Source: an optimization exercise on an open RTL-to-GDS flow (aim: small area). Production flows keep margins and buffers that such runs may drop.
The RTL was checked by simulation tests, not by an equivalence proof against the original design.

==> inputs of trial 53 <==
// rect_top
module rect_top #(
    parameter int  MAX_POINTS = 64,
    localparam int IDX_W      = $clog2(MAX_POINTS)
) (
    input  logic                         clk,
    input  logic                         rst,
    input  logic                         load_en,
    input  logic [IDX_W-1:0]             load_addr,
    input  logic [rect_pkg::coord_w-1:0] load_x,
    input  logic [rect_pkg::coord_w-1:0] load_y,
    input  logic [IDX_W:0]               num_points,
    input  logic                         start,
    output logic [rect_pkg::area_w-1:0]  max_area,
    output logic                         done
);
    logic [3:0]  phase;
    logic [1:0]  rd_bank;
    logic [31:0] tap;
    logic        fetch;
    logic        pvalid;
    logic        plast;
    point_store u_store (
        .clk        (clk),
        .rst        (rst),
        .load_en    (load_en),
        .load_addr  (load_addr),
        .load_point ({load_x, load_y}),
        .rd_bank    (rd_bank),
        .phase      (phase),
        .rd_point   (tap)
    );
    pair_scheduler u_sched (
        .clk        (clk),
        .rst        (rst),
        .start      (start),
        .num_points (num_points),
        .phase      (phase),
        .rd_bank    (rd_bank),
        .fetch      (fetch),
        .pvalid     (pvalid),
        .plast      (plast)
    );
    area_pipeline u_pipe (
        .clk      (clk),
        .rst      (rst),
        .start    (start),
        .fetch    (fetch),
        .pvalid   (pvalid),
        .plast    (plast),
        .tap      (tap),
        .max_area (max_area),
        .done     (done)
    );
endmodule
==> module point_store, before the edit <==
module point_store (
    input  logic        clk,
    input  logic        rst,
    input  logic        load_en,
    input  logic [5:0]  load_addr,
    input  logic [31:0] load_point,
    input  logic [1:0]  rd_bank,
    output logic [3:0]  phase,
    output logic [31:0] rd_point
);
    logic [3:0]  phase_q;
    logic [3:0]  wslot;      
    logic [63:0] sel;        
    logic [63:0] keep;
    always_ff @(posedge clk) begin
        if (rst) phase_q <= 4'd0;
        else     phase_q <= phase_q + 4'd1;
    end
    assign wslot = load_addr[3:0] - phase_q - 4'd1;
    always_comb begin
        for (int k = 0; k < 64; k++) begin
            sel[k]  = load_en && (load_addr[5:4] == 2'(k / 16)) && (wslot == 4'(k % 16));
            keep[k] = !sel[k];
        end
    end
    ring_array u_ring (
        .clk      (clk),
        .keep     (keep),
        .sel      (sel),
        .data     (load_point),
        .rd_bank  (rd_bank),
        .rd_point (rd_point)
    );
    assign phase = phase_q;
endmodule
==> module ring_array, before the edit <==
module ring_array (
    input  logic        clk,
    input  logic [63:0] keep,
    input  logic [63:0] sel,
    input  logic [31:0] data,
    input  logic [1:0]  rd_bank,
    output logic [31:0] rd_point
);
    logic [63:0][31:0] ring_q;      
    for (genvar b = 0; b < 4; b++) begin : g_bank
        for (genvar s = 0; s < 16; s++) begin : g_slot
            localparam int K = b * 16 + s;
            localparam int N = b * 16 + (s + 1) % 16;
            logic [31:0] d_n;
            assign d_n = (s % 2 == 1) ? data : ~data;
            always_ff @(posedge clk)
                ring_q[K] <= ~(({32{keep[K]}} | d_n) & ({32{sel[K]}} | ring_q[N]));
        end
    end
    always_comb begin
        case (rd_bank)
            2'd0:    rd_point = ring_q[0];
            2'd1:    rd_point = ring_q[16];
            2'd2:    rd_point = ring_q[32];
            default: rd_point = ring_q[48];
        endcase
    end
endmodule
clock: 10.0 ns
lec_check: 0
cap_margin: 20
core_margin: 2
core_utilization: 55
place_density: 0.65
slew_margin: 20
synth_hierarchical: 1
standard.sh (not shown) runs the stock make flow with config.mk's settings and CLKGATE_MAP_FILE= SYNTH_SCRIPT=/design/flow/synth_recipe.tcl, a recipe that flattens the netlist after the stock synthesis.
==> flow/flow/run.sh <==
#!/bin/bash
# The standard layout (standard.sh), with two changes to how it is made:
#  - clock tree synthesis without dummy loads at the leaves and with leaf
#    clusters of up to 25 registers within 100 um (CTS_ARGS);
#  - the port buffers are the smallest buffer, buf_1 (BUFFER_PORTS_ARGS).
# standard.sh's own output goes to standard.log here; each ORFS step keeps
# its full log under orfs/logs/.
set -euo pipefail
export CTS_ARGS="-sink_clustering_enable -repair_clock_nets -dont_use_dummy_load -sink_clustering_size 25 -sink_clustering_max_diameter 100"
export BUFFER_PORTS_ARGS="-buffer_cell sky130_fd_sc_hd__buf_1"
bash standard.sh > standard.log 2>&1
==> inputs of build 80, as changes to trial 53 <==
--- a/flow/design.v
+++ b/flow/design.v
@@ -25,17 +25,37 @@
     output logic [31:0] rd_point
 );
-    logic [3:0]  phase_q;
-    logic [3:0]  wslot;      
-    logic [63:0] sel;        
-    logic [63:0] keep;
+    logic [3:0]          phase_q;
+    logic [31:0]         wdata_q;     
+    logic                late_q;      
+    logic [5:0]          laddr_q;     
+    logic [3:0]          lslot_q;     
+    logic [3:0]          slot_now;    
+    logic                now_even;
+    logic                same;        
+    logic                en_now;
+    logic [31:0]         late_data;
+    logic [31:0]         now_sel;     
+    logic [31:0]         late_sel;
+    logic [31:0]         keep;
     always_ff @(posedge clk) begin
         if (rst) phase_q <= 4'd0;
         else     phase_q <= phase_q + 4'd1;
     end
-    assign wslot = load_addr[3:0] - phase_q - 4'd1;
+    assign slot_now = load_addr[3:0] - phase_q - 4'd1;
+    assign now_even = !slot_now[0];
+    assign same      = load_en && late_q && (load_addr == laddr_q);
+    assign en_now    = load_en && now_even && !same;
+    assign late_data = same ? load_point : wdata_q;
+    always_ff @(posedge clk) begin
+        wdata_q <= load_point;
+        laddr_q <= load_addr;
+        lslot_q <= slot_now - 4'd1;
+        late_q  <= load_en && !now_even;
+    end
     always_comb begin
-        for (int k = 0; k < 64; k++) begin
-            sel[k]  = load_en && (load_addr[5:4] == 2'(k / 16)) && (wslot == 4'(k % 16));
-            keep[k] = !sel[k];
+        for (int k = 0; k < 32; k++) begin
+            now_sel[k]  = en_now && (load_addr[5:4] == 2'(k / 8)) && (slot_now[3:1] == 3'(k % 8));
+            late_sel[k] = late_q && (laddr_q[5:4] == 2'(k / 8)) && (lslot_q[3:1] == 3'(k % 8));
+            keep[k]     = !(now_sel[k] || late_sel[k]);
         end
     end
@@ -43,6 +63,8 @@
         .clk      (clk),
         .keep     (keep),
-        .sel      (sel),
-        .data     (load_point),
+        .now_sel  (now_sel),
+        .late_sel (late_sel),
+        .now_data (load_point),
+        .late_data(late_data),
         .rd_bank  (rd_bank),
         .rd_point (rd_point)
@@ -52,7 +74,9 @@
 module ring_array (
     input  logic        clk,
-    input  logic [63:0] keep,
-    input  logic [63:0] sel,
-    input  logic [31:0] data,
+    input  logic [31:0] keep,
+    input  logic [31:0] now_sel,
+    input  logic [31:0] late_sel,
+    input  logic [31:0] now_data,
+    input  logic [31:0] late_data,
     input  logic [1:0]  rd_bank,
     output logic [31:0] rd_point
@@ -63,8 +87,17 @@
             localparam int K = b * 16 + s;
             localparam int N = b * 16 + (s + 1) % 16;
-            logic [31:0] d_n;
-            assign d_n = (s % 2 == 1) ? data : ~data;
-            always_ff @(posedge clk)
-                ring_q[K] <= ~(({32{keep[K]}} | d_n) & ({32{sel[K]}} | ring_q[N]));
+            if (s % 2 == 1) begin : g_pass
+                always_ff @(posedge clk) ring_q[K] <= ring_q[N];
+            end else begin : g_write
+                localparam int R = b * 8 + s / 2;
+                localparam bit POL = (s % 4 == 2);
+                logic [31:0] dn_n, dl_n;
+                assign dn_n = POL ? now_data  : ~now_data;
+                assign dl_n = POL ? late_data : ~late_data;
+                always_ff @(posedge clk)
+                    ring_q[K] <= ~(({32{keep[R]}} & ring_q[N])
+                                 | ({32{now_sel[R]}} & dn_n)
+                                 | ({32{late_sel[R]}} & dl_n));
+            end
         end
     end
CELL_PAD_IN_SITES_DETAIL_PLACEMENT = 1   (was not set)
CELL_PAD_IN_SITES_GLOBAL_PLACEMENT = 1   (was not set)
CORE_UTILIZATION = 50   (was 55)
==> inputs of trial 97, as changes to trial 53 <==
--- a/flow/design.v
+++ b/flow/design.v
@@ -25,17 +25,37 @@
     output logic [31:0] rd_point
 );
-    logic [3:0]  phase_q;
-    logic [3:0]  wslot;      
-    logic [63:0] sel;        
-    logic [63:0] keep;
+    logic [3:0]          phase_q;
+    logic [31:0]         wdata_q;     
+    logic                late_q;      
+    logic [5:0]          laddr_q;     
+    logic [2:0]          lrow_q;      
+    logic [3:0]          slot_now;    
+    logic                now_even;
+    logic                same;        
+    logic                en_now;
+    logic                en_late;
+    logic [31:0]         now_sel;     
+    logic [31:0]         late_sel;
+    logic [31:0]         keep;
     always_ff @(posedge clk) begin
         if (rst) phase_q <= 4'd0;
         else     phase_q <= phase_q + 4'd1;
     end
-    assign wslot = load_addr[3:0] - phase_q - 4'd1;
+    assign slot_now = load_addr[3:0] - phase_q - 4'd1;
+    assign now_even = !slot_now[0];
+    assign same    = load_en && late_q && (load_addr == laddr_q);
+    assign en_now  = load_en && now_even;
+    assign en_late = late_q && !same;
+    always_ff @(posedge clk) begin
+        wdata_q <= load_point;
+        laddr_q <= load_addr;
+        lrow_q  <= slot_now[3:1];
+        late_q  <= load_en && !now_even;
+    end
     always_comb begin
-        for (int k = 0; k < 64; k++) begin
-            sel[k]  = load_en && (load_addr[5:4] == 2'(k / 16)) && (wslot == 4'(k % 16));
-            keep[k] = !sel[k];
+        for (int k = 0; k < 32; k++) begin
+            now_sel[k]  = en_now && (load_addr[5:4] == 2'(k / 8)) && (slot_now[3:1] == 3'(k % 8));
+            late_sel[k] = en_late && (laddr_q[5:4] == 2'(k / 8)) && (lrow_q == 3'(k % 8));
+            keep[k]     = !(now_sel[k] || late_sel[k]);
         end
     end
@@ -43,6 +63,8 @@
         .clk      (clk),
         .keep     (keep),
-        .sel      (sel),
-        .data     (load_point),
+        .now_sel  (now_sel),
+        .late_sel (late_sel),
+        .now_data (load_point),
+        .late_data(wdata_q),
         .rd_bank  (rd_bank),
         .rd_point (rd_point)
@@ -52,7 +74,9 @@
 module ring_array (
     input  logic        clk,
-    input  logic [63:0] keep,
-    input  logic [63:0] sel,
-    input  logic [31:0] data,
+    input  logic [31:0] keep,
+    input  logic [31:0] now_sel,
+    input  logic [31:0] late_sel,
+    input  logic [31:0] now_data,
+    input  logic [31:0] late_data,
     input  logic [1:0]  rd_bank,
     output logic [31:0] rd_point
@@ -63,8 +87,17 @@
             localparam int K = b * 16 + s;
             localparam int N = b * 16 + (s + 1) % 16;
-            logic [31:0] d_n;
-            assign d_n = (s % 2 == 1) ? data : ~data;
-            always_ff @(posedge clk)
-                ring_q[K] <= ~(({32{keep[K]}} | d_n) & ({32{sel[K]}} | ring_q[N]));
+            if (s % 2 == 1) begin : g_pass
+                always_ff @(posedge clk) ring_q[K] <= ring_q[N];
+            end else begin : g_write
+                localparam int R = b * 8 + s / 2;
+                localparam bit POL = (s % 4 == 2);
+                logic [31:0] dn_n, dl_n;
+                assign dn_n = POL ? now_data  : ~now_data;
+                assign dl_n = POL ? late_data : ~late_data;
+                always_ff @(posedge clk)
+                    ring_q[K] <= ~(({32{keep[R]}} & ring_q[N])
+                                 | ({32{now_sel[R]}} & dn_n)
+                                 | ({32{late_sel[R]}} & dl_n));
+            end
         end
     end
CELL_PAD_IN_SITES_DETAIL_PLACEMENT = 1   (was not set)
CELL_PAD_IN_SITES_GLOBAL_PLACEMENT = 1   (was not set)
CORE_UTILIZATION = 58   (was 55)
PLACE_DENSITY = 0.72   (was 0.65)
==> qor.csv <==
stage,metric,value,unit
global_routing,initial antenna violation count,22,
global_routing,vias in the first global route,49700,
die,tapcell count,1890,
status,outcome,timing/DRC/antenna clean,
placed_design,Placer Congestion,0.833,
cells_and_area,post-route cell area,76600,µm²
critical_path,reg-to-reg setup timing slack,0.78,ns
hold_path,worst hold start,u_store.u_ring.ring_q[589],
cells_and_area,multi-input gates,2366,
cells_and_area,area of the multi-input gates,24600,µm²
synth,compound-gate portion of the synthesized area,0.164,
global_routing,met1 usage,0.470,
global_routing,pin count of the biggest net entering global routing,34,
synth,synth top area cells,"dfxtp_1, a222oi_1, fa_1",
[end of results for build 80]
==> qor.csv <==
stage,metric,value,unit
status,outcome,timing/DRC/antenna clean,
synth,synth top area cells,"dfxtp_1, a222oi_1, fa_1",
global_routing,initial antenna violation count,14,
global_routing,vias in the first global route,50500,
global_routing,pin count of the biggest net entering global routing,34,
cells_and_area,multi-input gates,2355,
placed_design,Placer Congestion,0.932,
hold_path,worst hold start,u_store.u_ring.ring_q[1230],
critical_path,reg-to-reg setup timing slack,0.59,ns
cells_and_area,post-route cell area,75500,µm²
synth,compound-gate portion of the synthesized area,0.166,
cells_and_area,area of the multi-input gates,24000,µm²
[end of results for trial 97]
==> qor.csv <==
stage,metric,value,unit
global_routing,pin count of the biggest net entering global routing,53,
route,final WL,257,mm
cells_and_area,area of the multi-input gates,26400,µm²
route,drt drc,0,
global_routing,GR Layer Usage met3,0.0933,
cells_and_area,Sequential cell area,43900,µm²
global_routing,initial antenna violation count,22,
global_routing,met1 usage,0.503,
die,tapcell count,1755,
placed_design,port bufs,82,
synth,compound-gate portion of the synthesized area,0.197,
synth,post-synthesis sequential area ratio,0.601,
global_routing,vias in the first global route,51500,
status,outcome,timing/DRC/antenna clean,
synth,synth top area cells,"dfxtp_1, o22ai_1, fa_1",
critical_path,reg-to-reg setup timing slack,0.73,ns
synth,Synth Cell Area,73100,µm²
placed_design,Placer Congestion,1.01,
hold_path,worst hold start,u_store.u_ring.ring_q[1523],
[end of results for trial 53]

static timing again, ports no longer ideal:
No port has a modelled driver above. Below, the same layouts with a new extraction and two added sets of constraints.
Step 1, drivers: a clkbuf_16 drives clk and a buf_2 each remaining input, both assumed.
Step 2, shift: input delay + t, output delay - t, t = (earliest + latest rising clock arrival at the registers) / 2. This alone moves slack from input paths to output paths.
a / b / c = ideal ports / drivers / drivers and shift; a / b = the first two.
run	t (ns)	slack for setup (ns)	hold WS [ns]
trial 53	0.800	0.728 / 0.728 / 0.728	0.348 / 0.348 / 0.348
build 80	0.793	0.779 / 0.779 / 0.779	0.293 / 0.293 / 0.293
trial 97	0.821	0.590 / 0.590 / 0.590	0.238 / 0.238 / 0.238
After both steps setup and hold are still met in every run listed.
